Context: an optimization exercise on an open-source flow, tuned for small area, a short achievable clock period and few clock cycles. The choices shown serve that exercise and are no tape-out recipe.
The RTL was checked by simulation tests, not by an equivalence proof against the original design.

==> inputs of trial 39 <==
// autocorrelation_top
module autocorrelation_top (
    input  logic               iClock,
    input  logic               rst_n,
    input  logic               sample_valid,
    input  acf_pkg::sample_t   sample,
    output logic               coef_valid,
    output acf_pkg::acf_coef_t coef,
    output logic               block_done,
    output logic               overrun
);
    logic                        fin;
    acf_pkg::acc_t [4:0] sum_a;
    acf_pkg::acc_t [4:0] sum_b;
    acf_accumulator acc0 (
        .iClock       (iClock),
        .rst_n        (rst_n),
        .sample_valid (sample_valid),
        .sample       (sample),
        .fin          (fin),
        .sum_a        (sum_a),
        .sum_b        (sum_b)
    );
    acf_normalizer norm0 (
        .iClock     (iClock),
        .rst_n      (rst_n),
        .fin        (fin),
        .sum_a      (sum_a),
        .sum_b      (sum_b),
        .coef_valid (coef_valid),
        .coef       (coef),
        .block_done (block_done),
        .overrun    (overrun)
    );
endmodule
==> module acf_accumulator, before the edit <==
module acf_accumulator (
    input  logic                              iClock,
    input  logic                              rst_n,
    input  logic                              sample_valid,
    input  acf_pkg::sample_t                  sample,
    output logic                              fin,
    output acf_pkg::acc_t [4:0]       sum_a,
    output acf_pkg::acc_t [4:0]       sum_b
);
    localparam int CNT_W = $clog2(64);
    localparam int NDIG  = 16 / 2;
    logic [CNT_W-1:0] cnt;      
    logic             first;    
    logic             last;     
    acf_pkg::sample_t x;        
    acf_pkg::sample_t hist [1:4];
    logic [NDIG-1:0]  neg, one, two;    
    logic [NDIG-1:0]  neg_d, one_d, two_d;
    always_ff @(posedge iClock or negedge rst_n) begin
        if (!rst_n) begin
            cnt <= '0;
            fin <= 1'b0;
        end else begin
            fin <= last;
            if (sample_valid) begin
                cnt <= cnt + 1'b1;
            end
        end
    end
    always_comb begin
        for (int i = 0; i < NDIG; i++) begin
            logic b2, b1, b0;
            b2 = sample[2*i+1];
            b1 = sample[2*i];
            b0 = (i == 0) ? 1'b0 : sample[2*i-1];
            neg_d[i] = sample_valid & b2;
            one_d[i] = sample_valid & (b1 ^ b0);
            two_d[i] = sample_valid & ((b2 & ~b1 & ~b0) | (~b2 & b1 & b0));
        end
    end
    always_ff @(posedge iClock) begin
        first <= sample_valid && (cnt == '0);
        last  <= sample_valid && (cnt == '1);
        neg   <= neg_d;
        one   <= one_d;
        two   <= two_d;
        if (sample_valid) begin
            x <= sample;
            for (int i = 1; i <= 4; i++) begin
                hist[i] <= (cnt == '0) ? '0 : ((i == 1) ? x : hist[i-1]);
            end
        end
    end
    for (genvar k = 0; k <= 4; k++) begin : g_mac
        acf_pkg::sample_t h;
        acf_pkg::acc_t    na, nb;
        if (k == 0) begin : g_h0
            assign h = x;
        end else begin : g_hk
            assign h = hist[k];
        end
        acf_mac mac (
            .neg (neg),
            .one (one),
            .two (two),
            .h   (h),
            .nf  (!first),
            .sa  (sum_a[k]),
            .sb  (sum_b[k]),
            .na  (na),
            .nb  (nb)
        );
        always_ff @(posedge iClock) begin
            sum_a[k] <= na;
            sum_b[k] <= nb;
        end
    end
endmodule
==> module acf_normalizer, before the edit <==
module acf_normalizer (
    input  logic                          iClock,
    input  logic                          rst_n,
    input  logic                          fin,
    input  acf_pkg::acc_t [4:0]   sum_a,
    input  acf_pkg::acc_t [4:0]   sum_b,
    output logic                          coef_valid,
    output acf_pkg::acf_coef_t            coef,
    output logic                          block_done,
    output logic                          overrun
);
    localparam int LAGS = 4;
    localparam int W    = acf_pkg::ACC_W;
    localparam logic [4:0] T_REC = 5'd16;
    logic          busy;
    logic [4:0]    t;
    logic          rot;
    acf_pkg::acc_t snap [0:LAGS];
    logic          cv_sign, cv_zero;
    logic [5:0]    cv_pos;
    logic [23:0]   cv_sig;
    logic [23:0]   sb;
    logic [25:0]   sb3;
    logic [5:0]    p0;
    logic          z0;
    logic [25:0]   q     [1:LAGS];
    logic [7:0]    ebase [1:LAGS];
    logic          lsign [1:LAGS];
    logic          lzero [1:LAGS];
    logic [3:0]    lag_r;
    acf_pkg::fp32_t norm_r;
    assign overrun = 1'b0;
    always_ff @(posedge iClock or negedge rst_n) begin
        if (!rst_n) begin
            busy       <= 1'b0;
            t          <= '0;
            coef_valid <= 1'b0;
            block_done <= 1'b0;
        end else begin
            coef_valid <= busy && (t >= T_REC) && (t <= T_REC + 5'(LAGS));
            block_done <= busy && (t == T_REC + 5'(LAGS));
            if (busy) begin
                t <= t + 1'b1;
                if (t == T_REC + 5'(LAGS)) begin
                    busy <= 1'b0;
                end
            end else if (fin) begin
                busy <= 1'b1;
                t    <= '0;
            end
        end
    end
    assign rot = busy && ((t <= 5'(LAGS)) || ((t > T_REC) && (t <= T_REC + 5'(LAGS))));
    always_ff @(posedge iClock) begin
        if (!busy && fin) begin
            for (int k = 0; k <= LAGS; k++) begin
                snap[k] <= sum_a[k] + sum_b[k];
            end
        end else if (rot) begin
            for (int k = 0; k < LAGS; k++) begin
                snap[k] <= snap[k+1];
            end
            snap[LAGS] <= snap[0];
        end
    end
    int_to_float conv0 (
        .iClock    (iClock),
        .value     (snap[0]),
        .signed_in (t != 5'd0),
        .sign      (cv_sign),
        .zero      (cv_zero),
        .pos       (cv_pos),
        .sig       (cv_sig)
    );
    always_ff @(posedge iClock) begin
        if (t == 5'd2) begin
            sb  <= cv_sig;
            sb3 <= 26'(cv_sig) + {1'b0, cv_sig, 1'b0};
            p0  <= cv_pos;
            z0  <= cv_zero;
        end
    end
    for (genvar k = 1; k <= LAGS; k++) begin : g_lane
        logic ld;
        assign ld = (t == 5'(k + 2));
        fp_divider div (
            .iClock (iClock),
            .load   (ld),
            .sa     (cv_sig),
            .sb     (sb),
            .sb3    (sb3),
            .q      (q[k])
        );
        always_ff @(posedge iClock) begin
            if (ld) begin
                ebase[k] <= 8'd126 + 8'(cv_pos) - 8'(p0);
                lsign[k] <= cv_sign;
                lzero[k] <= cv_zero | z0;
            end
        end
    end
    logic [2:0]     ri;
    acf_pkg::fp32_t rnorm;
    assign ri = 3'(t - T_REC);
    always_comb begin
        rnorm = z0 ? 32'h0 : 32'h3F80_0000;
        for (int k = 1; k <= LAGS; k++) begin
            if (ri == 3'(k)) begin
                if (lzero[k]) begin
                    rnorm = '0;
                end else if (q[k][25]) begin
                    rnorm = {lsign[k], ebase[k] + 8'd1, q[k][24:2]};
                end else begin
                    rnorm = {lsign[k], ebase[k], q[k][23:1]};
                end
            end
        end
    end
    always_ff @(posedge iClock) begin
        lag_r  <= {1'b0, ri};
        norm_r <= rnorm;
    end
    assign coef.lag     = lag_r;
    assign coef.norm    = norm_r;
    assign coef.raw_sum = {{(43 - W){snap[0][W-1] & (lag_r != 4'd0)}}, snap[0]};
endmodule
make LEC_CHECK=0 ABC_CLOCK_PERIOD_IN_PS=3000 CAP_MARGIN=20 CORE_MARGIN=2 CORE_UTILIZATION=40 SETUP_SLACK_MARGIN=4.5 SLEW_MARGIN=20 finish   # period 7.5 ns
run.sh (not shown) runs the stock make flow with config.mk's settings and CLKGATE_MAP_FILE= SYNTH_SCRIPT=/design/flow/synth_recipe.tcl, a recipe that flattens the netlist after the stock synthesis.
==> trial 74: changes against trial 39 <==
--- a/flow/design.v
+++ b/flow/design.v
@@ -28,3 +28,3 @@
     logic [CNT_W-1:0] cnt;      
-    logic             first;    
+    logic [4:0] first;  
     logic             last;     
@@ -57,3 +57,5 @@
     always_ff @(posedge iClock) begin
-        first <= sample_valid && (cnt == '0);
+        for (int k = 0; k <= 4; k++) begin
+            first[k] <= sample_valid && (cnt == CNT_W'(k));
+        end
         last  <= sample_valid && (cnt == '1);
@@ -82,3 +84,3 @@
             .h   (h),
-            .nf  (!first),
+            .nf  (!first[k]),
             .sa  (sum_a[k]),
@@ -1100,3 +1102,5 @@
     logic [4:0]    t;
-    logic          rot;
+    logic [LAGS:0] ld;       
+    logic          shift;
+    acf_pkg::acc_t cs_a, cs_b;
     acf_pkg::acc_t snap [0:LAGS];
@@ -1115,2 +1119,4 @@
     acf_pkg::fp32_t norm_r;
+    acf_pkg::acc_t raw_r;
+    logic          ext_r;
     assign overrun = 1'b0;
@@ -1136,9 +1142,21 @@
     end
-    assign rot = busy && ((t <= 5'(LAGS)) || ((t > T_REC) && (t <= T_REC + 5'(LAGS))));
+    always_ff @(posedge iClock or negedge rst_n) begin
+        if (!rst_n) begin
+            ld[LAGS:1] <= '0;
+        end else begin
+            ld[LAGS:1] <= ld[LAGS-1:0];
+        end
+    end
+    assign ld[0] = fin && !busy;
+    always_comb begin
+        cs_a = '0;
+        cs_b = '0;
+        for (int k = 0; k <= LAGS; k++) begin
+            cs_a = cs_a | (ld[k] ? sum_a[k] : '0);
+            cs_b = cs_b | (ld[k] ? sum_b[k] : '0);
+        end
+    end
+    assign shift = (|ld) || (busy && (t >= T_REC) && (t < T_REC + 5'(LAGS)));
     always_ff @(posedge iClock) begin
-        if (!busy && fin) begin
-            for (int k = 0; k <= LAGS; k++) begin
-                snap[k] <= sum_a[k] + sum_b[k];
-            end
-        end else if (rot) begin
+        if (shift) begin
             for (int k = 0; k < LAGS; k++) begin
@@ -1146,3 +1164,3 @@
             end
-            snap[LAGS] <= snap[0];
+            snap[LAGS] <= cs_a + cs_b;
         end
@@ -1151,3 +1169,3 @@
         .iClock    (iClock),
-        .value     (snap[0]),
+        .value     (snap[LAGS]),
         .signed_in (t != 5'd0),
@@ -1205,2 +1223,4 @@
         norm_r <= rnorm;
+        raw_r  <= snap[0];
+        ext_r  <= snap[0][W-1] & (ri != 3'd0);
     end
@@ -1208,3 +1228,3 @@
     assign coef.norm    = norm_r;
-    assign coef.raw_sum = {{(43 - W){snap[0][W-1] & (lag_r != 4'd0)}}, snap[0]};
+    assign coef.raw_sum = {{(43 - W){ext_r}}, raw_r};
 endmodule
ABC_CLOCK_PERIOD_IN_PS = unset   (was 3000)
TNS_END_PERCENT = 0   (was unset)
==> comparison table <==
item                                                                              trial 74               trial 39
Outcome                                                   no timing/DRC/antenna violations  no timing/DRC/antenna violations
DR pass1 iterations                                                                      7                      9
Relative area of clock buffers and inverters in the final design                   0.04754                0.03573
Number of clock buffers in the layout                                                  185                    189
# fillers                                                                           20,729                 20,233
Worst reg2reg startpoint                                                        norm0.busy            acc0.two[1]
Final HPWL from detailed placement                                              202,700 µm             223,300 µm
Worst reg-to-reg path cell count                                                        15                     12
Maximum number of pins on one net before global-route repair                            91                    209
Area share of the largest cell type after synthesis                                 0.1673                 0.1545
Post-layout instance count excluding filler cells                                   12,354                 14,121
Cell type with the largest total area after synthesis             sky130_fd_sc_hd__dfxtp_1  sky130_fd_sc_hd__fa_1
Post-route core utilization                                                         0.4592                 0.5272
Share of the synthesized area in compound gates (AO/OA/AOI/OAI)                     0.1640                 0.1790
DRT Wirelength                                                                  295,800 µm             379,400 µm
Setup clock skew after layout                                                   0.08006 ns             0.04177 ns
First-pass GRT wire length                                                      447,900 µm             546,200 µm
Testbench counts of trial 39, summed over its fixed seeds: cycles 22,272.
Testbench counts of trial 74, summed over its fixed seeds: cycles 22,272.

static timing again, ports no longer ideal:
The results above use ideal ports. As a check the final layouts listed here were re-extracted and re-timed, cells and wires unchanged. Step 1 sets driving cells, clkbuf_16 on the clock port and buf_2 on the other inputs (assumed; they add their load-dependent delay and slew). Step 2 moves the port delays by t, midway between the first and last clock arrival at a register: inputs arrive t later, outputs are due t later. That takes back most of the time a late clock gives input paths. Three values: no drivers, after step 1, after step 2; two values: the first two.
run	t (ns)	setup slack, ns	worst setup path at the end	cell pins on the clock port's net
trial 39	0.886	3.818 / 3.818 / 3.818	register to register	1
trial 74	0.900	3.669 / 3.669 / 3.669	register to register	1
After both steps every run listed still meets setup and hold.
